This design comes from an exercise in tuning for small area and a short achievable clock period on the open sky130 flow, not from production work.
Where RTL was checked, it was by simulation tests only, not by an equivalence proof against the original.
Function not checked in runs 1 to 5: the RTL went through the layout flow alone.
No activity file was given, so power comes from the tool's default toggle rates.

$ cat flow/run.sh
#!/bin/bash
# synth_recipe.tcl (not shown) runs the flow's synth.tcl, then flattens the netlist and writes it again
# the make line also repeats each setting of config.mk as NAME=value (left out here)
make -C /OpenROAD-flow-scripts/flow DESIGN_CONFIG=/design/flow/config.mk WORK_HOME=/design/flow/orfs CLKGATE_MAP_FILE= SYNTH_SCRIPT=/design/flow/synth_recipe.tcl finish
$ cat flow/config.mk
export PLATFORM = sky130hd
export DESIGN_NAME = dma_read
export DESIGN_NICKNAME = dma_read
export VERILOG_FILES = /design/flow/design.v
export SDC_FILE = /design/flow/constraint.sdc
export NUM_CORES = 4
export LEC_CHECK = 0
export CAP_MARGIN = 20
export CORE_MARGIN = 2
export CORE_UTILIZATION = 40
export SETUP_SLACK_MARGIN = 2.5
export SLEW_MARGIN = 20
$ cat flow/constraint.sdc
create_clock -name core_clock -period 5.0 [get_ports {clk}]
set_input_delay 1.0000 -clock core_clock [delete_from_list [all_inputs] [get_ports {clk}]]
set_output_delay 1.0000 -clock core_clock [all_outputs]
set_load 0.01 [all_outputs]
$ cat flow/design.v
`timescale 1ns/1ps
module dma_read_fifo #(
    parameter int  WIDTH = 8,
    parameter int  DEPTH = 4
) (
    input  logic             rst,
    input  logic             s_axi4l,
    input  logic [WIDTH-1:0] s_data,
    input  logic             s_valid,
    output logic             s_ready,
    output logic [WIDTH-1:0] m_data,
    output logic             m_valid,
    input  logic             m_ready
);
    localparam int MDEPTH = DEPTH - 1;
    localparam int PBITS  = $clog2(MDEPTH);
    localparam int CBITS  = $clog2(DEPTH + 1);
    logic [WIDTH-1:0] mem [MDEPTH];
    logic [WIDTH-1:0] head;
    logic [PBITS-1:0] wr_ptr;
    logic [PBITS-1:0] rd_ptr;
    logic [CBITS-1:0] count;
    logic [CBITS-1:0] count_n;
    logic             nonempty;   
    logic             multi;      
    logic             full;       
    logic             push;
    logic             pop;
    logic             head_ld;
    logic             mem_push;
    assign s_ready  = ~full;
    assign m_valid  = nonempty;
    assign m_data   = head;
    assign push     = s_valid & ~full;
    assign pop      = nonempty & m_ready;
    assign head_ld  = ~nonempty | m_ready;
    assign mem_push = push & (multi | (nonempty & ~m_ready));
    always_ff @(posedge s_axi4l) begin
        if (head_ld) begin
            head <= multi ? mem[rd_ptr] : s_data;
        end
    end
    always_ff @(posedge s_axi4l) begin
        for (int i = 0; i < MDEPTH; i++) begin
            if (mem_push & (wr_ptr == PBITS'(i))) begin
                mem[i] <= s_data;
            end
        end
    end
    always_comb begin
        count_n = count;
        if (push & ~pop) count_n = count + CBITS'(1);
        if (pop & ~push) count_n = count - CBITS'(1);
    end
    always_ff @(posedge s_axi4l) begin
        if (rst) begin
            wr_ptr   <= '0;
            rd_ptr   <= '0;
            count    <= '0;
            nonempty <= 1'b0;
            multi    <= 1'b0;
            full     <= 1'b0;
        end else begin
            if (mem_push) begin
                wr_ptr <= (wr_ptr == PBITS'(MDEPTH - 1)) ? '0 : wr_ptr + PBITS'(1);
            end
            if (pop & multi) begin
                rd_ptr <= (rd_ptr == PBITS'(MDEPTH - 1)) ? '0 : rd_ptr + PBITS'(1);
            end
            count    <= count_n;
            nonempty <= count_n != '0;
            multi    <= count_n > CBITS'(1);
            full     <= count_n == CBITS'(DEPTH);
        end
    end
endmodule
`timescale 1ns/1ps
module dma_read_regs (
    input  logic        s_axi4l,
    input  logic        rst,
    input  logic        awvalid,
    output logic        awready,
    input  logic [31:0] awaddr,
    input  logic        wvalid,
    output logic        wready,
    input  logic [31:0] wdata,
    input  logic [3:0]  wstrb,
    output logic        bvalid,
    input  logic        bready,
    output logic [1:0]  bresp,
    input  logic        arvalid,
    output logic        arready,
    input  logic [31:0] araddr,
    output logic        rvalid,
    input  logic        rready,
    output logic [31:0] rdata,
    output logic [1:0]  rresp,
    output logic [68:0] cmd,
    output logic        cmd_valid,
    input  logic        cmd_ready,
    input  logic        busy
);
    localparam logic [31:0] CORE_ID = 32'haa55_0002;
    logic        wr_en;
    logic        rd_free;
    logic        wr_hi0;      
    logic        rd_hi0;
    logic        pending;
    logic        bvalid_q;
    logic        rvalid_q;
    logic [31:0] rdata_q;
    logic [31:0] rd_value;
    logic [7:0]  c_id;
    logic [31:0] c_addr;
    logic [7:0]  c_len;
    logic [2:0]  c_size;
    logic [1:0]  c_burst;
    logic        c_lock;
    logic [3:0]  c_cache;
    logic [2:0]  c_prot;
    logic [3:0]  c_qos;
    logic [3:0]  c_region;
    assign wr_en   = awvalid & wvalid & (~bvalid_q | bready);
    assign rd_free = ~rvalid_q | rready;
    assign wr_hi0  = awaddr[31:7] == '0;
    assign rd_hi0  = araddr[31:7] == '0;
    logic [31:0] wsel;      
    always_comb begin
        for (int k = 0; k < 32; k++) begin
            wsel[k] = wr_hi0 & (awaddr[6:2] == 5'(k));
        end
    end
    always_ff @(posedge s_axi4l) begin
        if (rst) begin
            c_id     <= '0;
            c_addr   <= '0;
            c_len    <= '0;
            c_size   <= 3'd3;
            c_burst  <= 2'd1;
            c_lock   <= '0;
            c_cache  <= '0;
            c_prot   <= '0;
            c_qos    <= '0;
            c_region <= '0;
            pending  <= 1'b0;
        end else begin
            if (cmd_ready) begin
                pending <= 1'b0;
            end
            if (wr_en) begin
                if (wsel['h11]) begin
                    pending <= 1'b1;
                    for (int b = 0; b < 4; b++) begin
                        if (wstrb[b]) c_addr[8*b +: 8] <= wdata[8*b +: 8];
                    end
                end
                if (wstrb[0]) begin
                    if (wsel['h10]) c_id     <= wdata[7:0];
                    if (wsel['h12]) c_len    <= wdata[7:0];
                    if (wsel['h13]) c_size   <= wdata[2:0];
                    if (wsel['h14]) c_burst  <= wdata[1:0];
                    if (wsel['h15]) c_lock   <= wdata[0];
                    if (wsel['h16]) c_cache  <= wdata[3:0];
                    if (wsel['h17]) c_prot   <= wdata[2:0];
                    if (wsel['h18]) c_qos    <= wdata[3:0];
                    if (wsel['h19]) c_region <= wdata[3:0];
                end
            end
        end
    end
    assign cmd       = {c_id, c_addr, c_len, c_size, c_burst, c_lock,
                        c_cache, c_prot, c_qos, c_region};
    assign cmd_valid = pending;
    always_comb begin
        rd_value = '0;
        if (rd_hi0) begin
            case (araddr[6:2])
                5'h00: rd_value = CORE_ID;
                5'h08: rd_value = 32'({busy, pending});
                5'h10: rd_value = 32'(c_id);
                5'h11: rd_value = c_addr;
                5'h12: rd_value = 32'(c_len);
                5'h13: rd_value = 32'(c_size);
                5'h14: rd_value = 32'(c_burst);
                5'h15: rd_value = 32'(c_lock);
                5'h16: rd_value = 32'(c_cache);
                5'h17: rd_value = 32'(c_prot);
                5'h18: rd_value = 32'(c_qos);
                5'h19: rd_value = 32'(c_region);
                default: rd_value = '0;
            endcase
        end
    end
    always_ff @(posedge s_axi4l) begin
        if (rd_free) begin
            rdata_q <= rd_value;
        end
    end
    always_ff @(posedge s_axi4l) begin
        if (rst) begin
            bvalid_q <= 1'b0;
            rvalid_q <= 1'b0;
        end else begin
            bvalid_q <= wr_en | (bvalid_q & ~bready);
            rvalid_q <= (arvalid & rd_free) | (rvalid_q & ~rready);
        end
    end
    assign awready = (~bvalid_q | bready) & wvalid;
    assign wready  = (~bvalid_q | bready) & awvalid;
    assign bvalid  = bvalid_q;
    assign bresp   = 2'b00;
    assign arready = rd_free;
    assign rvalid  = rvalid_q;
    assign rdata   = rdata_q;
    assign rresp   = 2'b00;
endmodule
`timescale 1ns/1ps
module dma_read_issue (
    input  logic        s_axi4l,
    input  logic        rst,
    input  logic [68:0] cmd,
    input  logic        cmd_valid,
    output logic        cmd_ready,
    output logic [68:0] ar,
    output logic        arvalid,
    input  logic        arready,
    input  logic        beat_done,
    output logic        busy
);
    logic        ar_hs;
    logic [15:0] open_beats;
    logic [15:0] sum_len;     
    logic [15:0] sum_len1;    
    logic [15:0] dec;         
    dma_read_fifo #(
        .WIDTH (69),
        .DEPTH (4)
    ) cmd_fifo_i (
        .rst     (rst),
        .s_axi4l (s_axi4l),
        .s_data  (cmd),
        .s_valid (cmd_valid),
        .s_ready (cmd_ready),
        .m_data  (ar),
        .m_valid (arvalid),
        .m_ready (arready)
    );
    assign ar_hs    = arvalid & arready;
    assign sum_len  = open_beats + 16'(ar[28:21]);
    assign sum_len1 = sum_len + 16'd1;
    assign dec      = open_beats - 16'd1;
    always_ff @(posedge s_axi4l) begin
        if (rst) begin
            open_beats <= '0;
        end else begin
            case ({ar_hs, beat_done})
                2'b10:   open_beats <= sum_len1;
                2'b11:   open_beats <= sum_len;
                2'b01:   open_beats <= dec;
                default: ;
            endcase
        end
    end
    assign busy = arvalid | (open_beats != '0);
endmodule
`timescale 1ns/1ps
module dma_read_stream (
    input  logic        s_axi4l,
    input  logic        rst,
    input  logic [63:0] rdata,
    input  logic        rvalid,
    output logic        rready,
    output logic [63:0] tdata,
    output logic        tvalid,
    input  logic        tready,
    output logic        beat_done
);
    dma_read_fifo #(
        .WIDTH (64),
        .DEPTH (16)
    ) data_fifo_i (
        .rst     (rst),
        .s_axi4l (s_axi4l),
        .s_data  (rdata),
        .s_valid (rvalid),
        .s_ready (rready),
        .m_data  (tdata),
        .m_valid (tvalid),
        .m_ready (tready)
    );
    assign beat_done = tvalid & tready;
endmodule
`timescale 1ns/1ps
module dma_read (
    input  logic        clk,
    input  logic        rst,
    input  logic        s_awvalid,
    output logic        s_awready,
    input  logic [31:0] s_awaddr,
    input  logic        s_wvalid,
    output logic        s_wready,
    input  logic [31:0] s_wdata,
    input  logic [3:0]  s_wstrb,
    output logic        s_bvalid,
    input  logic        s_bready,
    output logic [1:0]  s_bresp,
    input  logic        s_arvalid,
    output logic        s_arready,
    input  logic [31:0] s_araddr,
    output logic        s_rvalid,
    input  logic        s_rready,
    output logic [31:0] s_rdata,
    output logic [1:0]  s_rresp,
    output logic [7:0]  m_arid,
    output logic [31:0] m_araddr,
    output logic [7:0]  m_arlen,
    output logic [2:0]  m_arsize,
    output logic [1:0]  m_arburst,
    output logic        m_arlock,
    output logic [3:0]  m_arcache,
    output logic [2:0]  m_arprot,
    output logic [3:0]  m_arqos,
    output logic [3:0]  m_arregion,
    output logic        m_arvalid,
    input  logic        m_arready,
    input  logic [63:0] m_rdata,
    input  logic        m_rvalid,
    output logic        m_rready,
    output logic [63:0] tdata,
    output logic        tvalid,
    input  logic        tready
);
    logic [68:0] ar;
    logic [68:0] cmd;
    logic        cmd_valid;
    logic        cmd_ready;
    logic        busy;
    logic        beat_done;
    assign m_arid     = ar[68:61];
    assign m_araddr   = ar[60:29];
    assign m_arlen    = ar[28:21];
    assign m_arsize   = ar[20:18];
    assign m_arburst  = ar[17:16];
    assign m_arlock   = ar[15];
    assign m_arcache  = ar[14:11];
    assign m_arprot   = ar[10:8];
    assign m_arqos    = ar[7:4];
    assign m_arregion = ar[3:0];
    dma_read_regs regs_i (
        .s_axi4l   (clk),
        .rst       (rst),
        .awvalid   (s_awvalid),
        .awready   (s_awready),
        .awaddr    (s_awaddr),
        .wvalid    (s_wvalid),
        .wready    (s_wready),
        .wdata     (s_wdata),
        .wstrb     (s_wstrb),
        .bvalid    (s_bvalid),
        .bready    (s_bready),
        .bresp     (s_bresp),
        .arvalid   (s_arvalid),
        .arready   (s_arready),
        .araddr    (s_araddr),
        .rvalid    (s_rvalid),
        .rready    (s_rready),
        .rdata     (s_rdata),
        .rresp     (s_rresp),
        .cmd       (cmd),
        .cmd_valid (cmd_valid),
        .cmd_ready (cmd_ready),
        .busy      (busy)
    );
    dma_read_issue
    issue_i (
        .s_axi4l   (clk),
        .rst       (rst),
        .cmd       (cmd),
        .cmd_valid (cmd_valid),
        .cmd_ready (cmd_ready),
        .ar        (ar),
        .arvalid   (m_arvalid),
        .arready   (m_arready),
        .beat_done (beat_done),
        .busy      (busy)
    );
    dma_read_stream
    stream_i (
        .s_axi4l   (clk),
        .rst       (rst),
        .rdata     (m_rdata),
        .rvalid    (m_rvalid),
        .rready    (m_rready),
        .tdata     (tdata),
        .tvalid    (tvalid),
        .tready    (tready),
        .beat_done (beat_done)
    );
endmodule
==> run summary, run 1 <==
- Outcome: no timing/DRC/antenna violations
- Leak: approximately 0.022 uW
- Final period util: 64.7%
- #FFs+latches synth: between 1k and 1.5k
- Hold Crit Start: issue_i.cmd_fifo_i.full
- WHS Endpoint: regs_i.pending
- Slowest-stage cell, CP: or4_4
- DIE WIDTH: 373 um
- Number of clock sinks: 1446
- Flop2flop setup slack: 1.77 ns
- Final Net Count: about 4k
- VDD IR max: 0.324 mV
- DIE AREA: 0.139 mm2
- Final Skew: slightly below 0.06 ns
- Antenna-violating nets left: 0
- Reg clk slew, reported paths: approximately 0.06 ns
- Min-delay worst type: reg2reg
- Crit path DAT: 3.90 ns
- Vert. Die Dim: 373 um
- Async S/R FF share, synth: 0%
- CTS tree: built
- Yosys top cell by area: edfxtp_1
- Cts hold-fix bufs: 0
- Drt total wl: approximately 150000 um
- Top cell type's share of synthesized area: 73.5%
- CP max stage delay: between 0.4 and 0.5 ns
- Crit-path cells: ha_2 -> fa_2 -> a211oi_4 -> buf_4 -> nor2_4 -> or4_4 -> a2111oi_4 -> o2111ai_2 -> buf_4 -> a31oi_4 -> mux2_4
- Critical Path Source Type: register
- Seq/Total Area, Yosys: about 78%
- DR vias: 33.1k
- Reg2reg start: issue_i.cmd_fifo_i.head[21]
- CTS HTree Levels: 4
- Antenna violations before repair: 17
- Share of layout cells above drive strength 1: 16.9%
- Min setup slack post-route: 1.77 ns
- Iteration-0 DRC Markers: around 3.6k
- RSZ-0062 raised after global routing: true
- Pre-CTS setup slack: around 0.79 ns
- Slew @ Worst Pin: 0.945 ns
- Bufs on Longest Clock Path: 3
- Post-synth cell types: 76
- Vias per cell: a little under 6
- DP Wirelength: between 70000 and 80000 um
- Post-synthesis cell count: 3316
- DRT Pass-1 Iters: 6
- Most used cell, CP: buf_4
- Yosys warnings: 6
- Max Cap Viol: 0
- Wirelength per Cell: ~27 um
- CP endpoint kind: register
- First-pass GRT wire length: 221000 um
- Final setup viols: 0
- Clock latency at the later pin of the worst-skew pair: 0.81 ns
- Synth Area per Inst: around 16 um2
- Initial Util: between 40% and 50%
- Post-synth EDFFs: 1332
- Primary FF master, synth: edfxtp_1
- Reg2Reg Depth: 11
- Minimum clock period: 3.23 ns
- Synthesized cell area: 0.0544 mm2
- Hold Crit Depth: 2
- Tot GR Track Use: around 22%
- Port bufs: 342
- I/O pins: 351
- PD cells: 454 mW/mm2
- Buffer and inverter count on the worst path: 2
- Fin. Hold Viols: 0
- Root Driver: clkbuf_16
- Area contributors post-synth: edfxtp_1 (73%), dfxtp_1 (4.2%), a22oi_1 (3.3%)
- Pin count of the biggest net entering global routing: 80
- Slew Limit Fails: 0
- DRC Markers: 0
- Area grow syn2layout: 23.2%
- GRT overflow: 0
- Setup_tns: 0 ns
- Cell family with most CP delay: compound AO/OA/AOI/OAI gates
- Core ar.: 0.135 mm2
- Vias in the first global route: 32.0k
- Reg2reg end: issue_i.open_beats[11]
- Crit path kind: reg2reg
- # rows: 135
- Worst slew margin relative to its limit: 36.1%
- Num CTS Buffers: 151
- Critical Path RT: 5.66 ns
- Crit-path max FO: 3
- Max Freq: 309 MHz
- Final GP Congestion: about 0.83
## registers in the layout, indices dropped and copies added (netlist names), 5 cells and up
register	flops
issue_i.cmd_fifo_i.head	69
regs_i.c_id	8
regs_i.c_len	8
regs_i.c_addr	32
issue_i.cmd_fifo_i.mem	207
stream_i.data_fifo_i.mem	960
issue_i.open_beats	16
regs_i.rdata_q	32
stream_i.data_fifo_i.head	64
stream_i.data_fifo_i.count	5
## routing by layer
metal	up-vias	track usage, %	wire [um]
met4	26	5.58	3300
met3	260	4.28	11800
met5	-	0	164
met2	1423	35.5	74600
met1	16900	29.1	63900
li1	14500	-	-
## power breakdown
group	internal, uW	switching, uW	total [uW]
sequential	14100	482	14600
combinational	2060	2750	4810
clock	6250	4790	11000
## how the worst max path moves through the flow
stage                                   endpoint                   startpoint  slack, ns  cells after the start
global placement                regs_i.c_addr[1]                 s_awaddr[23]       0.91                      9
floorplan           issue_i.cmd_fifo_i.mem[1][0]                    m_arready       0.94                      4
detailed placement                regs_i.c_id[4]                 s_awaddr[23]       0.79                      9
finish                    issue_i.open_beats[11]  issue_i.cmd_fifo_i.head[21]       1.77                     11
global route              issue_i.open_beats[11]  issue_i.cmd_fifo_i.head[21]       1.66                     11
CTS                       issue_i.open_beats[11]  issue_i.cmd_fifo_i.head[21]       1.81                     11
## placed cells by master (no fill, tap or decap), drive strengths merged, types with 98 or more instances in the layout
master / synthesis / routed
buf: 18 / 210
nand2: 98 / 98
nor2: 254 / 256
a221oi: 112 / 112
clkbuf: 192 / 202
a22o: 111 / 111
dfxtp: 114 / 114
clkdlybuf4s50: 0 / 146
a22oi: 241 / 241
a21oi: 159 / 159
edfxtp: 1332 / 1332
## synthesized netlist by cell type, drive strengths merged, types with 12 or more instances
cell / n
o21ai: 19
nand3: 62
nand4: 24
a22oi: 241
nand2b: 18
dfxtp: 114
a41oi: 55
mux2i: 40
a211oi: 12
nor2: 254
inv: 24
and3: 79
a22o: 111
mux2: 73
xnor2: 25
a222oi: 66
a21oi: 159
a221oi: 112
clkbuf: 192
edfxtp: 1332
ha: 18
nor3: 30
nand2: 98
buf: 18
## kinds of logic after synthesis
| logic type | count (synthesis) | share of synthesized area [%] |
|---|---|---|
| multiplexers | 114 | 2.29 |
| other | 1 | 0.00689 |
| adder cells (fa/ha/maj) | 19 | 0.451 |
| XOR/XNOR | 34 | 0.547 |
| AO/OA/AOI/OAI | 837 | 11.9 |
| AND/OR/NAND/NOR | 631 | 5.52 |
| buffers and inverters | 234 | 1.64 |
| flip-flops | 1446 | 77.7 |
## area by class of cell
type / count / area, um2
diodes: 3 / 7.51
clock buffers: 193 / 4030
clock inverters: 85 / 887
fillers: 11200 / 68300
inverters: 24 / 92.6
multi-input cells: 1642 / 12100
flip-flops and latches: 1446 / 42300
well taps: 1781 / 2230
repair buffers: 522 / 5340
## stage by stage
| stage | cells | hold WS (ns) | util [%] | power (uW) | cell area, um2 |
|---|---|---|---|---|---|
| after detailed placement | 5326 | 0.461 | 44.8 | 19500 | 60600 |
| after global placement | 5326 | 0.466 | 44.8 | 19500 | 60600 |
| after global routing | 5695 | 0.504 | 49.5 | 31600 | 67000 |
| after floorplan | 3319 | 0.442 | - | 17200 | 54600 |
| final | 5696 | 0.483 | 49.5 | 30500 | 67000 |
| after CTS | 5668 | 0.472 | 49.2 | 30600 | 66500 |
## what timing repair did
action	in CTS	in global routing
cloned	7	6
buffers inserted	57	19
pin swaps	40	32
setup endpoints to repair	969	614
gates resized for setup	500	109
## worst reg2reg max path, cell delays in order (launching register included)
cell and delay [ns]:
edfxtp_1 0.42, ha_2 0.21, fa_2 0.37, a211oi_4 0.27
buf_4 0.17, nor2_4 0.04, or4_4 0.45, a2111oi_4 0.35
o2111ai_2 0.21, buf_4 0.20, a31oi_4 0.13, mux2_4 0.31
==> run 2: changes to the inputs <==
--- a/flow/design.v
+++ b/flow/design.v
@@ -228,10 +228,18 @@
     output logic        busy
 );
     logic        ar_hs;
-    logic [15:0] open_beats;
+    logic [7:0]  len;
+    logic [7:0]  lo;          
+    logic [7:0]  hi;          
+    logic [8:0]  lo_add0;     
+    logic [8:0]  lo_add1;     
+    logic [7:0]  lo_dec;      
+    logic [7:0]  hi_inc;
+    logic [7:0]  hi_dec;
     logic [15:0] sum_len;     
     logic [15:0] sum_len1;    
     logic [15:0] dec;         
+    logic [15:0] open_beats;
     dma_read_fifo #(
         .WIDTH (69),
         .DEPTH (4)
@@ -245,10 +253,18 @@
         .m_valid (arvalid),
         .m_ready (arready)
     );
-    assign ar_hs    = arvalid & arready;
-    assign sum_len  = open_beats + 16'(ar[28:21]);
-    assign sum_len1 = sum_len + 16'd1;
-    assign dec      = open_beats - 16'd1;
+    assign ar_hs   = arvalid & arready;
+    assign len     = ar[28:21];
+    assign lo      = open_beats[7:0];
+    assign hi      = open_beats[15:8];
+    assign lo_add0 = {1'b0, lo} + {1'b0, len};
+    assign lo_add1 = {1'b0, lo} + {1'b0, len} + 9'd1;
+    assign lo_dec  = lo - 8'd1;
+    assign hi_inc  = hi + 8'd1;
+    assign hi_dec  = hi - 8'd1;
+    assign sum_len  = {lo_add0[8] ? hi_inc : hi, lo_add0[7:0]};
+    assign sum_len1 = {lo_add1[8] ? hi_inc : hi, lo_add1[7:0]};
+    assign dec      = {(lo == 8'd0) ? hi_dec : hi, lo_dec};
     always_ff @(posedge s_axi4l) begin
         if (rst) begin
             open_beats <= '0;
==> run 2 against run 1 <==
Effect of this change:
- still clean on timing, DRC and antenna
- sequential share of layout area fell by 2.7 points
- combinational power fell by 17%
- clock skew fell by 0.019 ns
- power fell by 4.3%
- synthesized cell count rose by 4.6%
- register-to-register slack improved by 0.15 ns
- synthesized area rose by 1.8%
- global-route usage rose by 1.1 points
- count of clock-buffer cells in the layout fell by 4
- routed wire length rose by 8.2%
- maximum frequency rose by 4.8%
- critical path depth fell by 2
- highest routed layer unchanged
==> run summary, run 2 <==
- Fin. Hold Viols: 0
- DRT Pass-1 Iters: 6
- Placed inst area: 0.0618 mm2
- First-pass GRT wire length: approximately 230000 um
- Yosys warnings: 6
- Top flop regs: stream_i.data_fifo_i.mem x960, issue_i.cmd_fifo_i.mem x207, issue_i.cmd_fifo_i.head x69
- Top cell type's share of synthesized area: 72.2%
- Worst slew margin relative to its limit: 35.1%
- Final Skew: 0.0395 ns
- Crit-path cells: ha_4 -> fa_2 -> a21o_1 -> and4_4 -> or3_4 -> and3_4 -> or4_1 -> o211ai_1 -> mux2_1
- Most common cell after layout, fill and taps aside: edfxtp_1
- Core ar.: 0.137 mm2
- Final GP Congestion: 0.803
- Crit path kind: reg2reg
- Outcome: no timing/DRC/antenna violations
- Post-synth cell types: 79
- CTS tree: built
- Minimum clock period: 3.08 ns
- Yosys top cell by area: edfxtp_1
- Worst hold slack: 0.483 ns
- RSZ-0062 raised after global routing: true
- Area contributors post-synth: edfxtp_1 (72%), dfxtp_1 (4.1%), a22oi_1 (3.3%)
- Number of clock sinks: 1446
- CP max stage delay: 0.50 ns
- Final setup viols: 0
- Reg clk slew, reported paths: 0.05 ns
- Seq/Total Area, Yosys: 76.3%
- Pin count of the biggest net entering global routing: 72
- Total placed cells including tap cells: roughly 5.5k
- Reg2reg end: issue_i.open_beats[14]
- Most flops, register: stream_i.data_fifo_i.mem
- Hold Crit Start: issue_i.cmd_fifo_i.rd_ptr[1]
- Reg area: 0.0423 mm2
- Vias per cell: 5.87
- CP endpoint kind: register
- Iteration-0 DRC Markers: 3718
- End-of-flow core utilization: 50.9%
- Share of layout cells above drive strength 1: 21.9%
- DRC Markers: 0
- Num CTS Buffers: 152
- Drt total wl: 166000 um
- Slowest-stage cell, CP: edfxtp_1
- Most common library cells after synthesis: edfxtp_1 (1332), nor2_1 (247), a22oi_1 (242), a21oi_1 (179), clkbuf_1 (167)
- VDD IR max: 0.288 mV
- PD cells: 416 mW/mm2
- I/O pins: 351
- Crit-path max FO: 7
- Antenna violations before repair: 16
- DR vias: about 35k
- Final non-filler cell total: 5959
- CTS HTree Levels: 4
- Reg2reg start: issue_i.cmd_fifo_i.head[21]
- Post-synth EDFFs: 1332
- WHS Endpoint: issue_i.cmd_fifo_i.rd_ptr[1]
- Synthesized cell area: ~0.055 mm2
- Reg2Reg Depth: 9
- Clock latency at the later pin of the worst-skew pair: roughly 0.8 ns
- Filler cells: 11.3k
- Hold Crit Depth: 2
- Critical Path RT: ~5.7 ns
- Post-route cell area: 0.0700 mm2
- Async S/R FF share, synth: 0%
- Max Cap Viol: 0
- Vias in the first global route: 34.1k
- Root Driver: clkbuf_16
- Antenna-violating nets left: 0
- Slew Limit Fails: 0
- Critical Path Source Type: register
- Max Freq: roughly 320 MHz
- DIE WIDTH: between 300 and 400 um
- Slew @ Worst Pin: slightly below 1 ns
- Most common cell in the netlist: edfxtp_1
- Max reg flops: 960
- GRT overflow: 0
- Wirelength per Cell: 27.9 um
- Min-delay worst type: reg2reg
- Leak: 0.0233 uW
- Vert. Die Dim: ~380 um
- Bufs on Longest Clock Path: 3
- Initial Util: 40.3%
- Cell family with most CP delay: simple AND/OR/NAND/NOR gates
- Primary FF master, synth: edfxtp_1
- DP Wirelength: 91000 um
- Synth Area per Inst: approximately 16 um2
- Port bufs: 342
- Final period util: between 60% and 70%
- Setup_tns: 0 ns
- #FFs+latches synth: 1446
- Area of the multi-input gates: about 0.014 mm2
- Most frequent cells in the layout: edfxtp_1 (1332), a22oi_1 (231), nor2_1 (220), clkbuf_16 (160), a21oi_1 (153)
- Post-synthesis cell count: 3468
- Buffer and inverter count on the worst path: 0
- Tot GR Track Use: 22.6%
- Flop2flop setup slack: 1.92 ns
- Final Net Count: 4242
- Crit path DAT: 3.73 ns
- # rows: 136
- Area grow syn2layout: 26.4%
- DIE AREA: about 0.14 mm2
==> run 2: changes by cell type after synthesis, moves of 20 or more <==
cell,previous run,this run
clkbuf_1,192,167
a32o_1,1,22
a41oi_1,55,7
a21oi_1,159,179
mux2_2,71,134
and3_1,79,22
nand2_1,98,152
a221oi_1,112,60
buf_2,0,22
==> run 2: repair_timing <==
item                                     CTS  global route
buffers inserted                         113            49
gates cloned                              14             8
endpoints found under the hold margin      0             0
resized for setup                        507           237
pin swaps                                 67           118
hold buffers                               0             0
endpoints found under the setup margin  1490           921
==> run 2: area by class of cell <==
class / instances / share of cell area, %
clock buffer: 189 / 5.64
multi-input combinational: 1771 / 19.4
antenna: 4 / 0.0143
sequential: 1446 / 60.4
inverter: 38 / 0.207
tap: 1794 / 3.21
timing repair buffer: 636 / 10.0
clock inverter: 81 / 1.11
==> run 2: logic make-up (layout without fill, tap and decap cells) <==
| family | Yosys count | count (layout) | share of synthesized area [%] |
|---|---|---|---|
| simple gates | 687 | 689 | 5.87 |
| xor+xnor | 18 | 18 | 0.285 |
| fa+ha+maj | 23 | 23 | 0.533 |
| mux | 188 | 188 | 3.70 |
| other cells | 1 | 8 | 0.00677 |
| compound gates | 849 | 849 | 11.5 |
| flops | 1446 | 1446 | 76.3 |
| buf+inv | 256 | 944 | 1.82 |
==> run 2: report_power, final <==
group | switching [uW] | internal, uW
registers | 386 | 14000
logic | 2190 | 1790
clock network | 4750 | 6030
==> run 2: metal layers <==
metal	share of wire (%)	vias up	global-route usage [%]	wire length (um)
li1	-	15100	-	-
met1	40	17900	29.2	65800
met2	49	1627	38.1	81100
met3	8.4	303	4.40	14000
met4	3.3	10	7.53	5530
met5	0.040	-	0	67
==> run 2: how the worst max path moves through the flow <==
stage                                     endpoint  slack (ns)                         from  cells past startpoint
floorplan           stream_i.data_fifo_i.mem[2][0]        0.88                     m_rvalid                      4
global placement                 regs_i.c_addr[23]        0.92                 s_awaddr[24]                      8
detailed placement               regs_i.c_addr[16]        0.91                 s_awaddr[24]                      8
CTS                         issue_i.open_beats[14]        1.93  issue_i.cmd_fifo_i.head[21]                      9
global route                issue_i.open_beats[14]        1.84  issue_i.cmd_fifo_i.head[21]                     11
finish                      issue_i.open_beats[14]        1.92  issue_i.cmd_fifo_i.head[21]                      9
==> run 2: per-stage QoR <==
step / total power [uW] / setup WS, ns
floorplan: 16400 / 0.876
global placement: 18300 / 0.921
detailed placement: 18400 / 0.909
CTS: 29100 / 1.93
global route: 30100 / 1.84
finish: 29200 / 1.92
==> run 2: worst reg2reg max path, stage by stage, from the launching register on <==
cell	delay [ns]
edfxtp_1	0.50
ha_4	0.22
fa_2	0.39
a21o_1	0.20
and4_4	0.20
or3_4	0.33
and3_4	0.19
or4_1	0.50
o211ai_1	0.11
mux2_1	0.34
==> run 3: changes to the inputs <==
--- a/flow/config.mk
+++ b/flow/config.mk
@@ -8,5 +8,5 @@
 export CAP_MARGIN = 20
 export CORE_MARGIN = 2
 export CORE_UTILIZATION = 40
-export SETUP_SLACK_MARGIN = 2.5
+export SETUP_SLACK_MARGIN = 2.8
 export SLEW_MARGIN = 20
==> run 3 against run 2 <==
Effect of this change:
- synthesized cell count unchanged
- sequential power barely moved
- hold slack improved by 0.025 ns
- cell count rose by 3.4%
- sequential share of layout area down 2.5 points
- count of clock-buffer cells in the layout is the same
- setup slack better by 0.0052 ns
- sequential cell count stayed put
- combinational power up 6.0%
- synthesized area stayed put
==> run summary, run 3 <==
- Outcome: no timing/DRC/antenna violations
- Reg2reg start: issue_i.cmd_fifo_i.head[21]
- DIE WIDTH: 376 um
- Minimum clock period: 3.08 ns
- Slowest-stage cell, CP: edfxtp_1
- Area grow syn2layout: 31.8%
- Critical Path Source Type: register
- Seq/Total Area, Yosys: 76.3%
- Synthesized cell area: approximately 0.055 mm2
- Wirelength per Cell: just under 30 um
- Max Freq: 325 MHz
- Slew @ Worst Pin: 1.02 ns
- DR vias: 36.5k
- Reg2Reg Depth: 9
- Most common cell in the netlist: edfxtp_1
- DRT Pass-1 Iters: 8
- Post-route cell area: 0.0730 mm2
- Clock latency at the later pin of the worst-skew pair: 0.82 ns
- CTS HTree Levels: 4
- Leak: around 0.025 uW
- Final setup viols: 0
- Cell family with most CP delay: simple AND/OR/NAND/NOR gates
- Final Skew: between 0.06 and 0.07 ns
- DRC Markers: 0
- Top cell type's share of synthesized area: about 72%
- Total placed cells including tap cells: 5501
- Crit path kind: reg2reg
- Async S/R FF share, synth: 0%
- Max reg flops: 960
- Top flop regs: stream_i.data_fifo_i.mem x960, issue_i.cmd_fifo_i.mem x207, issue_i.cmd_fifo_i.head x69
- Placed inst area: 0.0618 mm2
- Crit-path max FO: 7
- Post-synth cell types: a little under 80
- Worst slew margin relative to its limit: 32.2%
- GRT overflow: 0
- Bufs on Longest Clock Path: 3
- Buffer and inverter count on the worst path: 0
- Final GP Congestion: between 0.8 and 0.9
- Initial Util: 40.3%
- Share of layout cells above drive strength 1: 31.6%
- Final period util: 61.6%
- DIE AREA: 0.141 mm2
- Cts hold-fix bufs: 0
- CTS tree: built
- Crit-path cells: ha_4 -> fa_2 -> a21o_1 -> and4_4 -> or3_4 -> and3_4 -> or4_1 -> o211ai_1 -> mux2_1
- Most frequent cells in the layout: edfxtp_1 (1332), a22oi_1 (223), buf_4 (219), nor2_1 (213), clkbuf_16 (161)
- Vert. Die Dim: 376 um
- Drt total wl: 179000 um
- #FFs+latches synth: 1446
- Core ar.: 0.137 mm2
- XOR/XNOR Fraction of Synth Area: 0.285%
- I/O pins: roughly 350
- PD cells: 403 mW/mm2
- Vias in the first global route: 35.6k
- Synth Area per Inst: 16.0 um2
- Antenna violations before repair: 13
- Iteration-0 DRC Markers: 4065
- Pin count of the biggest net entering global routing: about 70
- Critical Path RT: 5.65 ns
- Reg clk slew, reported paths: ~0.060 ns
- Most common library cells after synthesis: edfxtp_1 (1332), nor2_1 (247), a22oi_1 (242), a21oi_1 (179), clkbuf_1 (167)
- DP Wirelength: 91000 um
- Hold Crit Start: issue_i.cmd_fifo_i.rd_ptr[1]
- Fin. Hold Viols: 0
- Main combinational cell family by area after synthesis: compound AO/OA/AOI/OAI gates
- WHS Endpoint: issue_i.cmd_fifo_i.rd_ptr[1]
- Min-delay worst type: reg2reg
- CP endpoint kind: register
- Tot GR Track Use: 24.2%
- Setup_tns: 0 ns
- Most common cell after layout, fill and taps aside: edfxtp_1
- Num CTS Buffers: 152
- Hold Crit Depth: 2
- Yosys top cell by area: edfxtp_1
- Post-synthesis compound-gate area fraction: between 10% and 20%
- Crit path DAT: around 3.7 ns
- Primary FF master, synth: edfxtp_1
- Area contributors post-synth: edfxtp_1 (72%), dfxtp_1 (4.1%), a22oi_1 (3.3%)
- Reg2reg end: issue_i.open_beats[14]
- RSZ-0062 raised after global routing: true
- M1 WL: 69000 um
- Yosys warnings: 6
- Post-synth EDFFs: 1332
- Max Used Layer: met5
- VDD IR max: 0.291 mV
- DR WL met2: 86600 um
- # rows: 136
- Slew Limit Fails: 0
- Post-synthesis cell count: 3468
- Post-Synth Simple-Gate Area: 5.87%
- Port bufs: about 340
- Root Driver: clkbuf_16
- Final non-filler cell total: 6160
- CP max stage delay: roughly 0.5 ns
- Filler cells: 10.9k
- Flop2flop setup slack: 1.92 ns
- Vias per cell: between 5 and 6
- Max Cap Viol: 0
- Antenna-violating nets left: 0
- WL met3: 16100 um
- Adder-Cell Fraction of Synth Area: less than 1%
- Most flops, register: stream_i.data_fifo_i.mem
- Final Net Count: between 4k and 5k
- Post-synthesis mux area share: 3.70%
- First-pass GRT wire length: 250000 um
- Number of clock sinks: 1446
[run 3: cell type report]
type | instances | area, um2 | area share, %
sequential | 1446 | 42300 | 57.9
multi-input combinational | 1772 | 14400 | 19.7
timing repair buffer | 835 | 9200 | 12.6
clock buffer | 189 | 3950 | 5.41
tap | 1794 | 2240 | 3.07
clock inverter | 81 | 776 | 1.06
inverter | 38 | 149 | 0.204
antenna | 5 | 12.5 | 0.0171
[run 3: logic make-up (layout without fill, tap and decap cells)]
logic type,after synthesis,in the layout
AO/OA/AOI/OAI,849,849
XOR/XNOR,18,18
flip-flops,1446,1446
multiplexers,188,188
adder cells (fa/ha/maj),23,23
buffers and inverters,256,1143
other,1,9
AND/OR/NAND/NOR,687,690
[run 3: per-stage QoR]
stage,power [uW],worst slack (ns),util [%],hold WS [ns]
global placement,18300,0.921,44.9,0.471
floorplan,16400,0.876,-,0.453
detailed placement,18400,0.909,44.9,0.479
CTS,29300,1.93,51.8,0.516
finish,29400,1.92,53.1,0.507
global route,30300,1.84,53.1,0.541
[run 3: metal layers]
metal  global-route usage [%]  vias up
met5                        0        -
met1                     31.0    18500
met2                     40.1     1963
met3                     4.82      439
met4                     10.2       10
li1                         -    15600
[run 3: how the worst max path moves through the flow]
stage,startpoint,endpoint,slack (ns),depth (start not counted)
final,issue_i.cmd_fifo_i.head[21],issue_i.open_beats[14],1.92,9
after global routing,issue_i.cmd_fifo_i.head[21],issue_i.open_beats[14],1.84,9
after CTS,issue_i.cmd_fifo_i.head[21],issue_i.open_beats[14],1.93,9
after detailed placement,s_awaddr[24],regs_i.c_addr[16],0.91,8
after global placement,s_awaddr[24],regs_i.c_addr[23],0.92,8
after floorplan,m_rvalid,stream_i.data_fifo_i.mem[2][0],0.88,4
[run 3: what timing repair did]
| item | 4_1_cts | 5_1_grt |
|---|---|---|
| setup endpoints to repair | 1608 | 954 |
| buffers inserted | 272 | 70 |
| gates resized for setup | 1279 | 262 |
| cloned | 31 | 11 |
| pin swaps | 240 | 155 |
[run 3: worst reg2reg max path: cells and delay by family, from the launching register on]
family          cells  cell delay, ns
fa+ha+maj           2            0.61
mux                 1            0.34
simple gates        4            1.22
compound gates      2            0.30
flops               1            0.50
[run 3: report_power, final]
part | leakage, uW | switching, uW | internal, uW
Combinational | 0.00956 | 2350 | 1850
Clock | 0.00229 | 4820 | 6030
Sequential | 0.0129 | 356 | 14000
Total | 0.0247 | 7520 | 21900
==> run 4: changes to the inputs <==
--- a/flow/design.v
+++ b/flow/design.v
@@ -228,17 +228,8 @@
     output logic        busy
 );
     logic        ar_hs;
-    logic [7:0]  len;
-    logic [7:0]  lo;          
-    logic [7:0]  hi;          
-    logic [8:0]  lo_add0;     
-    logic [8:0]  lo_add1;     
-    logic [7:0]  lo_dec;      
-    logic [7:0]  hi_inc;
-    logic [7:0]  hi_dec;
-    logic [15:0] sum_len;     
-    logic [15:0] sum_len1;    
-    logic [15:0] dec;         
+    logic [15:0] addend;
+    logic [15:0] open_next;
     logic [15:0] open_beats;
     dma_read_fifo #(
         .WIDTH (69),
@@ -253,32 +244,55 @@
         .m_valid (arvalid),
         .m_ready (arready)
     );
-    assign ar_hs   = arvalid & arready;
-    assign len     = ar[28:21];
-    assign lo      = open_beats[7:0];
-    assign hi      = open_beats[15:8];
-    assign lo_add0 = {1'b0, lo} + {1'b0, len};
-    assign lo_add1 = {1'b0, lo} + {1'b0, len} + 9'd1;
-    assign lo_dec  = lo - 8'd1;
-    assign hi_inc  = hi + 8'd1;
-    assign hi_dec  = hi - 8'd1;
-    assign sum_len  = {lo_add0[8] ? hi_inc : hi, lo_add0[7:0]};
-    assign sum_len1 = {lo_add1[8] ? hi_inc : hi, lo_add1[7:0]};
-    assign dec      = {(lo == 8'd0) ? hi_dec : hi, lo_dec};
+    assign ar_hs  = arvalid & arready;
+    assign addend = ar_hs ? {8'h00, ar[28:21]} : 16'hffff;
+    dma_read_add16 open_add_i (
+        .a   (open_beats),
+        .b   (addend),
+        .cin (~beat_done),
+        .s   (open_next)
+    );
     always_ff @(posedge s_axi4l) begin
         if (rst) begin
             open_beats <= '0;
         end else begin
-            case ({ar_hs, beat_done})
-                2'b10:   open_beats <= sum_len1;
-                2'b11:   open_beats <= sum_len;
-                2'b01:   open_beats <= dec;
-                default: ;
-            endcase
+            open_beats <= open_next;
         end
     end
     assign busy = arvalid | (open_beats != '0);
 endmodule
+module dma_read_add16 (
+    input  logic [15:0] a,
+    input  logic [15:0] b,
+    input  logic        cin,
+    output logic [15:0] s
+);
+    logic [15:0] p;
+    logic [15:0] gg [5];
+    logic [15:0] pp [5];
+    logic [15:0] c;
+    always_comb begin
+        p     = a ^ b;
+        gg[0] = a & b;
+        pp[0] = p;
+        for (int l = 1; l < 5; l++) begin
+            for (int i = 0; i < 16; i++) begin
+                if (i >= (1 << (l - 1))) begin
+                    gg[l][i] = gg[l-1][i] | (pp[l-1][i] & gg[l-1][i - (1 << (l - 1))]);
+                    pp[l][i] = pp[l-1][i] & pp[l-1][i - (1 << (l - 1))];
+                end else begin
+                    gg[l][i] = gg[l-1][i];
+                    pp[l][i] = pp[l-1][i];
+                end
+            end
+        end
+        c[0] = cin;
+        for (int i = 1; i < 16; i++) begin
+            c[i] = gg[4][i-1] | (pp[4][i-1] & cin);
+        end
+        s = p ^ c;
+    end
+endmodule
 `timescale 1ns/1ps
 module dma_read_stream (
     input  logic        s_axi4l,
==> flow/flow/run.sh (new file) <==
#!/bin/bash
# Layout flow: the standard ORFS flow, with the ports buffered by
# plain buffers (buf_2) instead of the delay cells buffer_ports picks by
# itself.  Every tool's output goes to a log file in this folder; ORFS
# keeps its per-step logs under orfs/logs.
set -euo pipefail
export BUFFER_PORTS_ARGS="-buffer_cell sky130_fd_sc_hd__buf_2"
bash standard.sh > standard_flow.log 2>&1
==> flow/standard.sh (new file) <==
#!/bin/bash
# synth_recipe.tcl (not shown) runs the flow's synth.tcl, then flattens the netlist and writes it again
# the make line also repeats each setting of config.mk as NAME=value (left out here)
make -C /OpenROAD-flow-scripts/flow DESIGN_CONFIG=/design/flow/config.mk WORK_HOME=/design/flow/orfs CLKGATE_MAP_FILE= SYNTH_SCRIPT=/design/flow/synth_recipe.tcl "${@:-finish}"
--- a/flow/config.mk
+++ b/flow/config.mk
@@ -8,5 +8,5 @@
 export CAP_MARGIN = 20
 export CORE_MARGIN = 2
 export CORE_UTILIZATION = 40
-export SETUP_SLACK_MARGIN = 2.8
+export SETUP_SLACK_MARGIN = 2.5
 export SLEW_MARGIN = 20
removed: flow/run.sh
==> run 4 against run 3 <==
Effect of this change:
- sequential share of layout area grew 7.2 points
- largest cell class unchanged
- still clean
- combinational power rose by 4%
- sequential power about the same
- die area fell by 1.5%
- clock skew is 0.020 ns lower
- power grew 1.1%
- maximum frequency grew 23%
- critical path depth grew 1
- register-to-register slack improved by 0.58 ns
- global-route usage fell by 2.2 points
- design area shrank 11%
==> run summary, run 4 <==
- Outcome: no timing/DRC/antenna violations
- Tot GR Track Use: 22.0%
- Min-delay worst type: in2reg
- Final Net Count: 3946
- DIE WIDTH: roughly 370 um
- Fin. Hold Viols: 0
- # rows: around 140
- DRC Markers: 0
- Int Pwr: 22000 uW
- #FFs+latches synth: approximately 1.4k
- Post-synth EDFFs: 1332
- Port bufs: 342
- Vias in the first global route: 31.9k
- Area contributors post-synth: edfxtp_1 (73%), a22oi_1 (5.4%), dfxtp_1 (4.2%)
- I/O pins: 351
- Most common cell in the netlist: edfxtp_1
- Slowest-stage cell, CP: mux2_2
- Leak: approximately 0.021 uW
- Max Cap Viol: 0
- Final non-filler cell total: 5659
- Top flop regs: stream_i.data_fifo_i.mem x960, issue_i.cmd_fifo_i.mem x207, issue_i.cmd_fifo_i.head x69
- Synth Area per Inst: 16.4 um2
- Final Skew: 0.0448 ns
- DIE AREA: 0.139 mm2
- DP Wirelength: 80500 um
- Crit-path max FO: 8
- Most flops, register: stream_i.data_fifo_i.mem
- Vias per cell: between 5 and 6
- Yosys top cell by area: edfxtp_1
- Final GP Congestion: a little over 0.8
- Share of layout cells above drive strength 1: between 20% and 30%
- Pin count of the biggest net entering global routing: 72
- Number of clock sinks: about 1.4k
- First-pass GRT wire length: 225000 um
- Clock share of power: a little over a third
- Critical Path RT: 5.66 ns
- Combinational Power Share: 14.7%
- Min setup slack post-route: 2.50 ns
- Worst slew margin relative to its limit: 31.8%
- Slew @ Worst Pin: 1.02 ns
- Minimum clock period: 2.50 ns
- Root Driver: clkbuf_16
- Most frequent cells in the layout: edfxtp_1 (1332), a22oi_1 (394), buf_2 (339), nor2_1 (173), clkbuf_16 (150)
- Post-synth cell types: 68
- DR vias: 33.4k
- Clock latency at the later pin of the worst-skew pair: 0.79 ns
- Top cell type's share of synthesized area: 73.3%
- Post-synthesis cell count: 3322
- Switching pwr: 7740 uW
- Max Freq: 400 MHz
- Final period util: 50.0%
- Final setup viols: 0
- Drt total wl: 158000 um
- DRT Pass-1 Iters: 7
- Max reg flops: 960
- RSZ-0062 raised after global routing: true
- Iteration-0 DRC Markers: between 3k and 4k
- Core ar.: around 0.14 mm2
- Bufs on Longest Clock Path: 3
- Most common library cells after synthesis: edfxtp_1 (1332), a22oi_1 (394), clkbuf_1 (189), nor2_1 (183), dfxtp_1 (114)
- PD cells: 458 mW/mm2
- Seq/Total Area, Yosys: between 70% and 80%
- Crit-path cells: buf_2 -> and2_4 -> clkinvlp_4 -> buf_12 -> ha_4 -> a21o_1 -> a31o_4 -> a221o_1 -> a31oi_1 -> mux2_2
- Antenna violations before repair: 37
- Total placed cells including tap cells: 5307
- Wirelength per Cell: 27.9 um
- Num CTS Buffers: 148
- Synthesized cell area: 0.0546 mm2
- Vert. Die Dim: 373 um
- Critical Path Source Type: input pin
- Antenna-violating nets left: 0
- Sw Ratio: 26.0%
- Yosys warnings: 9
- CP endpoint kind: register
- VDD IR max: between 0.3 and 0.4 mV
- Area grow syn2layout: 19.0%
- CP max stage delay: 0.35 ns
- Crit path DAT: 3.15 ns
- Setup_tns: 0 ns
- Initial Util: 40.3%
- Reg clk slew, reported paths: 0.06 ns
- Async S/R FF share, synth: 0%
- GRT overflow: 0
- Cts hold-fix bufs: 0
- Filler cells: 11.5k
- CTS HTree Levels: 4
- Crit path kind: in2reg
- Most common cell after layout, fill and taps aside: edfxtp_1
- Sequential power share: 49.0%
- Slew Limit Fails: 0
- Primary FF master, synth: edfxtp_1
- CTS tree: built
- Pre-CTS setup slack: ~1.2 ns
-- run 4: cell types whose count changed after synthesis, sizes merged, moves of 53 or more --
cell	delta
a22oi	+152
nand2	-112
a22o	-103
a21oi	-67
nor2	-64
mux2	-61
a221oi	-60
a211oi	+55
inv	+53
-- run 4: stage by stage --
stage	total power [uW]	cell area (um2)	hold slack, ns	util [%]
global placement	18700	58900	0.467	43.5
detailed placement	18700	58900	0.477	43.5
floorplan	17000	54700	0.452	-
finish	29700	65000	0.455	48.0
global route	30800	64900	0.438	47.9
CTS	29700	64600	0.408	47.7
-- run 4: power groups by stage --
| stage | logic [uW] | registers (uW) | clock network [uW] |
|---|---|---|---|
| after floorplan | 2050 | 14900 | 0 |
| after global placement | 3870 | 14800 | 0 |
| after detailed placement | 3890 | 14800 | 0 |
| after CTS | 4210 | 14600 | 11000 |
| after global routing | 4700 | 14600 | 11400 |
| final | 4370 | 14600 | 10800 |
-- run 4: per-layer routing --
metal	routed length (um)	GRT usage (%)	part of all wire, %	vias to the layer above
met1	65400	30.0	41	17100
met3	13500	4.75	8.6	268
met4	4750	7.40	3.0	20
li1	-	-	-	14400
met2	74300	34.9	47	1605
met5	128	0	0.081	-
-- run 4: cell families (layout without fill, tap and decap cells) --
group	count (synthesis)	after routing	synth area share, %
DFF	1446	1446	77.5
and+or+nand+nor	542	549	5.47
muxes	155	155	3.08
buffers and inverters	311	845	2.19
adders and majority gates	27	27	0.624
xor gates and xnor gates	9	9	0.144
AOI/OAI and AO/OA	831	831	11.0
other	1	16	0.00687
-- run 4: layout make-up --
cell class / count / area [um2] / area share [%]
Sequential cell: 1446 / 42300 / 65.1
Multi-Input combinational cell: 1575 / 11800 / 18.2
Clock buffer: 190 / 3910 / 6.02
Timing Repair Buffer: 485 / 3460 / 5.33
Tap cell: 1781 / 2230 / 3.43
Clock inverter: 79 / 842 / 1.30
Inverter: 91 / 359 / 0.553
Antenna cell: 12 / 30.0 / 0.0462
-- run 4: worst paths after layout --
path,from,slack (ns),endpoint,depth (start not counted)
min reg2reg,issue_i.cmd_fifo_i.full,0.49,regs_i.pending,2
max,m_arready,2.50,issue_i.open_beats[14],10
min,s_wdata[17],0.45,regs_i.c_addr[17],3
max reg2reg,issue_i.cmd_fifo_i.head[28],2.50,issue_i.open_beats[14],8
-- run 4: worst max-delay path, delay by kind of cell --
| family | cells | cell delay [ns] |
|---|---|---|
| buffers and inverters | 3 | 0.42 |
| AND/OR/NAND/NOR | 1 | 0.22 |
| AO/OA/AOI/OAI | 4 | 0.88 |
| adder cells (fa/ha/maj) | 1 | 0.26 |
| multiplexers | 1 | 0.35 |
-- run 4: repair_timing --
item / in CTS / in global routing
buffers inserted: 41 / 17
pin swaps: 18 / 12
resized for setup: 71 / 44
endpoints found under the setup margin: 1068 / 301
gates cloned: 12 / 1
==> run 5: changes to the inputs <==
--- a/flow/design.v
+++ b/flow/design.v
@@ -13,21 +13,21 @@
     input  logic             m_ready
 );
     localparam int MDEPTH = DEPTH - 1;
-    localparam int PBITS  = $clog2(MDEPTH);
     localparam int CBITS  = $clog2(DEPTH + 1);
-    logic [WIDTH-1:0] mem [MDEPTH];
-    logic [WIDTH-1:0] head;
-    logic [PBITS-1:0] wr_ptr;
-    logic [PBITS-1:0] rd_ptr;
-    logic [CBITS-1:0] count;
-    logic [CBITS-1:0] count_n;
-    logic             nonempty;   
-    logic             multi;      
-    logic             full;       
-    logic             push;
-    logic             pop;
-    logic             head_ld;
-    logic             mem_push;
+    logic [WIDTH-1:0]  mem [MDEPTH];
+    logic [WIDTH-1:0]  head;
+    logic [WIDTH-1:0]  mem_rd;
+    logic [MDEPTH-1:0] wen;
+    logic [MDEPTH-1:0] rd_oh;
+    logic [CBITS-1:0]  count;
+    logic [CBITS-1:0]  count_n;
+    logic              nonempty;   
+    logic              multi;      
+    logic              full;       
+    logic              push;
+    logic              pop;
+    logic              head_ld;
+    logic              mem_push;
     assign s_ready  = ~full;
     assign m_valid  = nonempty;
     assign m_data   = head;
@@ -35,14 +35,20 @@
     assign pop      = nonempty & m_ready;
     assign head_ld  = ~nonempty | m_ready;
     assign mem_push = push & (multi | (nonempty & ~m_ready));
+    always_comb begin
+        mem_rd = '0;
+        for (int i = 0; i < MDEPTH; i++) begin
+            mem_rd = mem_rd | (mem[i] & {WIDTH{rd_oh[i]}});
+        end
+    end
     always_ff @(posedge s_axi4l) begin
         if (head_ld) begin
-            head <= multi ? mem[rd_ptr] : s_data;
+            head <= multi ? mem_rd : s_data;
         end
     end
     always_ff @(posedge s_axi4l) begin
         for (int i = 0; i < MDEPTH; i++) begin
-            if (mem_push & (wr_ptr == PBITS'(i))) begin
+            if (s_valid & wen[i]) begin
                 mem[i] <= s_data;
             end
         end
@@ -54,18 +60,22 @@
     end
     always_ff @(posedge s_axi4l) begin
         if (rst) begin
-            wr_ptr   <= '0;
-            rd_ptr   <= '0;
+            wen      <= MDEPTH'(1);
+            rd_oh    <= MDEPTH'(1);
             count    <= '0;
             nonempty <= 1'b0;
             multi    <= 1'b0;
             full     <= 1'b0;
         end else begin
-            if (mem_push) begin
-                wr_ptr <= (wr_ptr == PBITS'(MDEPTH - 1)) ? '0 : wr_ptr + PBITS'(1);
+            if (count_n == CBITS'(DEPTH)) begin
+                wen <= '0;
+            end else if (full) begin
+                wen <= rd_oh;
+            end else if (mem_push) begin
+                wen <= {wen[MDEPTH-2:0], wen[MDEPTH-1]};
             end
             if (pop & multi) begin
-                rd_ptr <= (rd_ptr == PBITS'(MDEPTH - 1)) ? '0 : rd_ptr + PBITS'(1);
+                rd_oh <= {rd_oh[MDEPTH-2:0], rd_oh[MDEPTH-1]};
             end
             count    <= count_n;
             nonempty <= count_n != '0;
--- a/flow/config.mk
+++ b/flow/config.mk
@@ -7,6 +7,6 @@
 export LEC_CHECK = 0
 export CAP_MARGIN = 20
 export CORE_MARGIN = 2
-export CORE_UTILIZATION = 40
-export SETUP_SLACK_MARGIN = 2.5
+export CORE_UTILIZATION = 65
+export SETUP_SLACK_MARGIN = 2.9
 export SLEW_MARGIN = 20
==> run 5 against run 4 <==
Effect of this change:
- still clean
- clock skew down 0.011 ns
- core utilization up 30 points
- via count up 1.3%
- sequential power up 8%
- critical path depth up 1
- design area down 1.7%
- combinational power up 5.5%
- count of clock-buffer cells in the layout up 9
- clock power about the same
- largest power group unchanged
==> run summary, run 5 <==
- Yosys warnings: 9
- Flop2flop setup slack: between 2 and 3 ns
- Seq/Total Area, Yosys: 79.2%
- # rows: 105
- Final non-filler cell total: 4870
- Post-synth cell types: 62
- Setup_tns: 0 ns
- Antenna violations before repair: 17
- Most common cell after layout, fill and taps aside: edfxtp_1
- Reg clk slew, reported paths: 0.06 ns
- Critical Path Source Type: input pin
- Critical path endpoint: issue_i.open_beats[13]
- Min-delay worst type: in2reg
- Max reg flops: 960
- Most flops, register: stream_i.data_fifo_i.mem
- Top flop regs: stream_i.data_fifo_i.mem x960, issue_i.cmd_fifo_i.mem x207, issue_i.cmd_fifo_i.head x69
- Most common library cells after synthesis: edfxtp_1 (1332), a22oi_1 (299), nand2_1 (171), nor2_1 (167), a21oi_1 (150)
- Routing usage on met2: 59.9%
- Most common cell in the netlist: edfxtp_1
- Pin count of the biggest net entering global routing: between 80 and 90
- DIE AREA: 0.0854 mm2
- Final Skew: 0.0339 ns
- Slowest-stage cell, CP: mux2_2
- Iteration-0 DRC Markers: 4650
- Vias per cell: slightly below 7
- DIE WIDTH: around 300 um
- Slew Limit Fails: 0
- Root Driver: clkbuf_16
- GRT overflow: 0
- Primary FF master, synth: edfxtp_1
- Reg2reg start: issue_i.cmd_fifo_i.head[28]
- #FFs+latches synth: 1470
- Post-synthesis cell count: 3246
- Leak: 0.0213 uW
- Post-synthesis compound-gate area fraction: a little under an eighth
- Slew @ Worst Pin: 1.17 ns
- Vias in the first global route: 33.2k
- GR Layer Usage met3: ~6.6%
- Final Power: 30900 uW
- RSZ-0062 raised after global routing: true
- Num CTS Buffers: 143
- Crit path DAT: 3.10 ns
- PD cells: 484 mW/mm2
- First-pass GRT wire length: roughly 220000 um
- Max Freq: 401 MHz
- Core ar.: around 0.082 mm2
- Total placed cells including tap cells: 4515
- Area contributors post-synth: edfxtp_1 (74%), dfxtp_1 (5.1%), a22oi_1 (4.2%)
- Final period util: between 40% and 50%
- Reg2Reg Depth: 9
- CP endpoint kind: register
- Tot GR Track Use: 35.8%
- DP Wirelength: 76100 um
- Minimum clock period: 2.49 ns
- Port bufs: approximately 340
- Area of the multi-input gates: 0.0117 mm2
- Crit path depth: 11
- Final setup viols: 0
- CP max stage delay: approximately 0.35 ns
- Wirelength per Cell: roughly 32 um
- Post-Synth Simple-Gate Area: 5.82%
- DRC Markers: 0
- Cts hold-fix bufs: 0
- Top cell type's share of synthesized area: 74.1%
- Fin. Hold Viols: 0
- Initial Util: between 60 and 70%
- Area grow syn2layout: 18.3%
- Adder-Cell Fraction of Synth Area: 0.477%
- Antenna-violating nets left: 0
- Outcome: no timing/DRC/antenna violations
- CTS tree: built
- Most frequent cells in the layout: edfxtp_1 (1332), buf_2 (305), a22oi_1 (299), nor2_1 (165), clkbuf_16 (146)
- Reg area: 0.0428 mm2
- Crit-path max FO: 10
- Final Net Count: 3869
- Filler cells: 4565
- Worst slew margin relative to its limit: a little over a fifth
- Share of layout cells above drive strength 1: 24.7%
- Crit-path cells: buf_6 -> nand2_8 -> or2_4 -> ha_4 -> nand2_4 -> o211ai_1 -> o211ai_1 -> o221ai_4 -> a21oi_2 -> o21bai_1 -> mux2_2
- Post-synthesis mux area share: 1.20%
- Vert. Die Dim: 292 um
- Buffer and inverter count on the worst path: 1
- Async S/R FF share, synth: 0%
- CTS HTree Levels: 4
- Worst hold slack: 0.494 ns
- Yosys top cell by area: edfxtp_1
- Cell family with most CP delay: compound AO/OA/AOI/OAI gates
- Main combinational cell family by area after synthesis: compound AO/OA/AOI/OAI gates
- Critical Path RT: 5.61 ns
- GR Util met1: 46.8%
- Post-synth EDFFs: between 1k and 1.5k
- Drt total wl: 155000 um
- Crit path kind: in2reg
- Worst setup path start: m_arready
- Number of clock sinks: 1470
- Reg2reg end: issue_i.open_beats[13]
- I/O pins: 351
- Final GP Congestion: between 0.8 and 0.9
- Bufs on Longest Clock Path: 3
- Clock latency at the later pin of the worst-skew pair: roughly 0.74 ns
- Synthesized cell area: 0.0540 mm2
- DRT Pass-1 Iters: 7
- Layer carrying the most global-route usage: met2
- Max Cap Viol: 0
- Most used cell, CP: o211ai_1
- XOR/XNOR Fraction of Synth Area: 0.292%
- VDD IR max: 0.456 mV
- Synth Area per Inst: around 17 um2
- DR vias: about 34k
-- run 5: cell types whose count changed after synthesis, sizes merged, moves of 64 or more --
cell,before,now
a221oi,0,78
a22o,1,77
a22oi,394,299
inv,91,19
mux2,75,7
nand2,40,171
o21ai,84,10
o22a,0,64
-- run 5: layout make-up --
type,count,area share [%]
Sequential cell,1470,67.1
Multi-Input combinational cell,1565,18.3
Clock buffer,199,6.14
Timing Repair Buffer,476,5.18
Tap cell,1070,2.10
Clock inverter,60,1.02
Inverter,19,0.123
Antenna cell,11,0.0431
-- run 5: repair_timing --
| item | CTS | global route |
|---|---|---|
| pin swaps | 73 | 47 |
| setup endpoints to repair | 711 | 407 |
| cloned | 18 | 5 |
| gates resized for setup | 167 | 118 |
| setup buffers | 41 | 21 |
-- run 5: logic make-up (layout without fill, tap and decap cells) --
group	Yosys count	count (layout)
buffers and inverters	232	754
other	1	15
AO/OA/AOI/OAI	801	802
XOR/XNOR	18	18
adder cells (fa/ha/maj)	20	20
AND/OR/NAND/NOR	640	657
flip-flops	1470	1470
multiplexers	64	64
-- run 5: stage by stage --
stage                     instance area, um2  utilization [%]  worst slack, ns
after floorplan                        54600                -             1.92
after global placement                 57200             69.7             1.52
after detailed placement               57200             69.7             1.45
after CTS                              63100             76.8             2.54
after global routing                   63900             77.8             2.44
final                                  63900             77.8             2.51
-- run 5: report_power, final --
part	switching (uW)	leakage, uW	total (uW)	internal [uW]
Sequential	723	0.0135	15800	15100
Combinational	2940	0.00557	4610	1670
Clock	4570	0.00223	10500	5910
Total	8240	0.0213	30900	22700
-- run 5: per-layer routing --
metal | wire (um) | up-vias
met4 | 6070 | 12
met5 | 79 | -
met1 | 54200 | 17100
met3 | 16700 | 362
li1 | - | 14100
met2 | 77500 | 2175
-- run 5: worst min path at each step --
stage / startpoint / endpoint / slack [ns] / cells after the start
after floorplan: regs_i.c_addr[9] / regs_i.c_addr[9] / 0.47 / 2
after global placement: regs_i.bvalid_q / regs_i.bvalid_q / 0.50 / 2
after detailed placement: stream_i.data_fifo_i.wen[1] / stream_i.data_fifo_i.wen[1] / 0.52 / 2
after CTS: s_arvalid / regs_i.rvalid_q / 0.47 / 3
after global routing: s_arvalid / regs_i.rvalid_q / 0.50 / 3
final: s_arvalid / regs_i.rvalid_q / 0.49 / 3
-- run 5: tightest hold or removal path: cells and delay by family --
kind	cells	cell delay, ns
buffers and inverters	2	0.13
AO/OA/AOI/OAI	1	0.04
==> run 6: changes to the inputs <==
--- a/flow/design.v
+++ b/flow/design.v
@@ -1,7 +1,8 @@
 `timescale 1ns/1ps
 module dma_read_fifo #(
     parameter int  WIDTH = 8,
-    parameter int  DEPTH = 4
+    parameter int  DEPTH = 4,
+    parameter int  CBITS = 3      
 ) (
     input  logic             rst,
     input  logic             s_axi4l,
@@ -13,7 +14,6 @@
     input  logic             m_ready
 );
     localparam int MDEPTH = DEPTH - 1;
-    localparam int CBITS  = $clog2(DEPTH + 1);
     logic [WIDTH-1:0]  mem [MDEPTH];
     logic [WIDTH-1:0]  head;
     logic [WIDTH-1:0]  mem_rd;
@@ -243,7 +243,8 @@
     logic [15:0] open_beats;
     dma_read_fifo #(
         .WIDTH (69),
-        .DEPTH (4)
+        .DEPTH (4),
+        .CBITS (3)
     ) cmd_fifo_i (
         .rst     (rst),
         .s_axi4l (s_axi4l),
@@ -317,7 +318,8 @@
 );
     dma_read_fifo #(
         .WIDTH (64),
-        .DEPTH (16)
+        .DEPTH (16),
+        .CBITS (5)
     ) data_fifo_i (
         .rst     (rst),
         .s_axi4l (s_axi4l),
--- a/flow/config.mk
+++ b/flow/config.mk
@@ -8,5 +8,5 @@
 export CAP_MARGIN = 20
 export CORE_MARGIN = 2
 export CORE_UTILIZATION = 65
-export SETUP_SLACK_MARGIN = 2.9
+export SETUP_SLACK_MARGIN = 2.7
 export SLEW_MARGIN = 20
==> run 6 against run 5 <==
Effect of this change:
- synthesized cell count stayed put
- largest cell class unchanged
- still clean on timing, DRC and antenna
- non-clock buffer count is 28 lower
- power is 1.6% lower
- critical endpoint is now s_awready
- via count is 3.0% lower
- sequential cell count stayed put
- core utilization is 1.5 points lower
- design area is 1.9% lower
- cell count is 0.80% lower
- setup slack better by 0.025 ns
- critical path type is now in2out
- die area stayed put
- first-iteration DRC count is 19% lower
- hold slack better by 0.024 ns
==> run summary, run 6 <==
- Slew Limit Fails: 0
- Num CTS Buffers: between 100 and 150
- Top cell type's share of synthesized area: 74.1%
- Worst slew margin relative to its limit: 28.9%
- Slowest-stage cell, CP: nand2b_4
- #FFs+latches synth: 1470
- Seq/Total Area, Yosys: 79.2%
- Post-synth EDFFs: 1332
- DRC Markers: 0
- Critical Path RT: 4.00 ns
- DR WL met2: ~72000 um
- CP endpoint kind: output pin
- Leak: 0.0210 uW
- Antenna violations before repair: 17
- Primary FF master, synth: edfxtp_1
- Port bufs: 342
- Final Skew: about 0.026 ns
- Final period util: 49.4%
- Drt total wl: 143000 um
- CTS tree: built
- DP Wirelength: around 75000 um
- DR vias: roughly 33k
- Most flops, register: stream_i.data_fifo_i.mem
- Critical Path Source Type: input pin
- Flop2flop setup slack: 2.54 ns
- CP max stage delay: 0.13 ns
- Final Net Count: 3827
- Core ar.: 0.0821 mm2
- Hold Crit Start: regs_i.c_addr[1]
- Max Used Layer: met5
- Max Cap Viol: 0
- Reg2reg end: issue_i.open_beats[13]
- Crit-path cells: buf_6 -> nand2b_4 -> and2_4 -> buf_6
- Hold Crit Depth: 2
- Reg2reg start: issue_i.cmd_fifo_i.nonempty
- Most common cell in the netlist: edfxtp_1
- Min-delay worst type: reg2reg
- Number of clock sinks: 1470
- I/O pins: roughly 350
- Outcome: no timing/DRC/antenna violations
- Setup_tns: 0 ns
- Initial Util: 65.7%
- Crit-path max FO: 3
- Max Freq: between 400 and 500 MHz
- RSZ-0062 raised after global routing: true
- Pre-CTS setup slack: 1.64 ns
- Pin count of the biggest net entering global routing: 93
- Min setup slack post-route: 2.53 ns
- Fin. Hold Viols: 0
- WHS Endpoint: regs_i.c_addr[1]
- Most used cell, CP: buf_6
- Root Driver: clkbuf_16
- Synth Area per Inst: 16.6 um2
- WL met3: 14000 um
- Share of layout cells above drive strength 1: 21.6%
- Max reg flops: 960
- DIE AREA: ~0.085 mm2
- Reg clk slew, reported paths: 0.06 ns
- PD cells: 485 mW/mm2
- Synthesized cell area: roughly 0.054 mm2
- Wirelength per Cell: roughly 30 um
- Final setup viols: 0
- Area grow syn2layout: 16.0%
- # rows: 105
- Minimum clock period: roughly 2.5 ns
- DRT Pass-1 Iters: 8
- Bufs on Longest Clock Path: 3
- Total placed cells including tap cells: 4514
- Area contributors post-synth: edfxtp_1 (74%), dfxtp_1 (5.1%), a22oi_1 (4.2%)
- Most frequent cells in the layout: edfxtp_1 (1332), buf_2 (316), a22oi_1 (299), nor2_1 (166), nand2_1 (155)
- Iteration-0 DRC Markers: 3771
-- run 6: cell counts after synthesis --
No cell type changed its count.
-- run 6: logic make-up (layout without fill, tap and decap cells) --
logic type / count (synthesis) / in the layout / synth area share, %
flops: 1470 / 1470 / 79.2
compound gates: 801 / 801 / 11.3
simple gates: 640 / 643 / 5.82
buf+inv: 232 / 730 / 1.71
mux: 64 / 64 / 1.20
fa+ha+maj: 20 / 20 / 0.477
xor+xnor: 18 / 18 / 0.292
other cells: 1 / 15 / 0.00695
-- run 6: worst max-delay path by stage --
stage / start / to / slack (ns) / cells after the start
2_1_floorplan: m_arready / issue_i.open_beats[13] / 1.92 / 10
3_3_place_gp: s_awaddr[28] / regs_i.c_addr[1] / 1.69 / 9
3_5_place_dp: m_arready / issue_i.open_beats[13] / 1.64 / 11
4_1_cts: s_bready / s_awready / 2.53 / 4
5_1_grt: issue_i.cmd_fifo_i.nonempty / issue_i.open_beats[13] / 2.45 / 10
6_report: s_bready / s_awready / 2.53 / 4
-- run 6: final cells by class --
type / instances / area (um2)
fillers: 4729 / 19500
clock buffers: 182 / 3840
clock inverters: 81 / 696
multi-input cells: 1550 / 11000
well taps: 1070 / 1340
repair buffers: 448 / 2830
diodes: 11 / 27.5
inverters: 19 / 76.3
flip-flops and latches: 1470 / 42800
-- run 6: repair_timing --
action	CTS	global route
hold buffers	0	0
gates resized for setup	47	48
pin swaps	14	21
setup buffers	16	20
cloned	3	4
endpoints found under the setup margin	323	171
-- run 6: through the flow --
| stage | hold slack (ns) | total power (uW) | util [%] | instance area, um2 |
|---|---|---|---|---|
| 5_1_grt | 0.513 | 31300 | 76.3 | 62600 |
| 3_5_place_dp | 0.508 | 19800 | 69.7 | 57200 |
| 2_1_floorplan | 0.470 | 18000 | - | 54500 |
| 3_3_place_gp | 0.492 | 19700 | 69.7 | 57200 |
| 6_report | 0.518 | 30400 | 76.3 | 62600 |
| 4_1_cts | 0.498 | 30300 | 75.7 | 62200 |
-- run 6: metal layers --
layer,GRT usage (%),up-vias
met5,0,-
met4,11.8,14
met3,5.84,331
met2,57.0,1957
met1,43.5,16500
li1,-,14000
-- run 6: critical path, delay by kind of cell --
family,cells,cell delay (ns)
and+or+nand+nor,2,0.26
buffers and inverters,2,0.20
-- run 6: report_power, final --
part	switching [uW]	leakage (uW)	total, uW	internal (uW)
logic	2630	0.00529	4130	1500
registers	741	0.0135	15800	15100
clock network	4490	0.00222	10400	5930
total	7870	0.0210	30400	22500

Check on run 6: ideal ports give 2.532 ns setup slack; a clkbuf_16 on the clock port and buf_2 on the inputs give 2.464 ns; moving port delays by the midpoint clock arrival (0.791 ns) as well gives 1.770 ns.
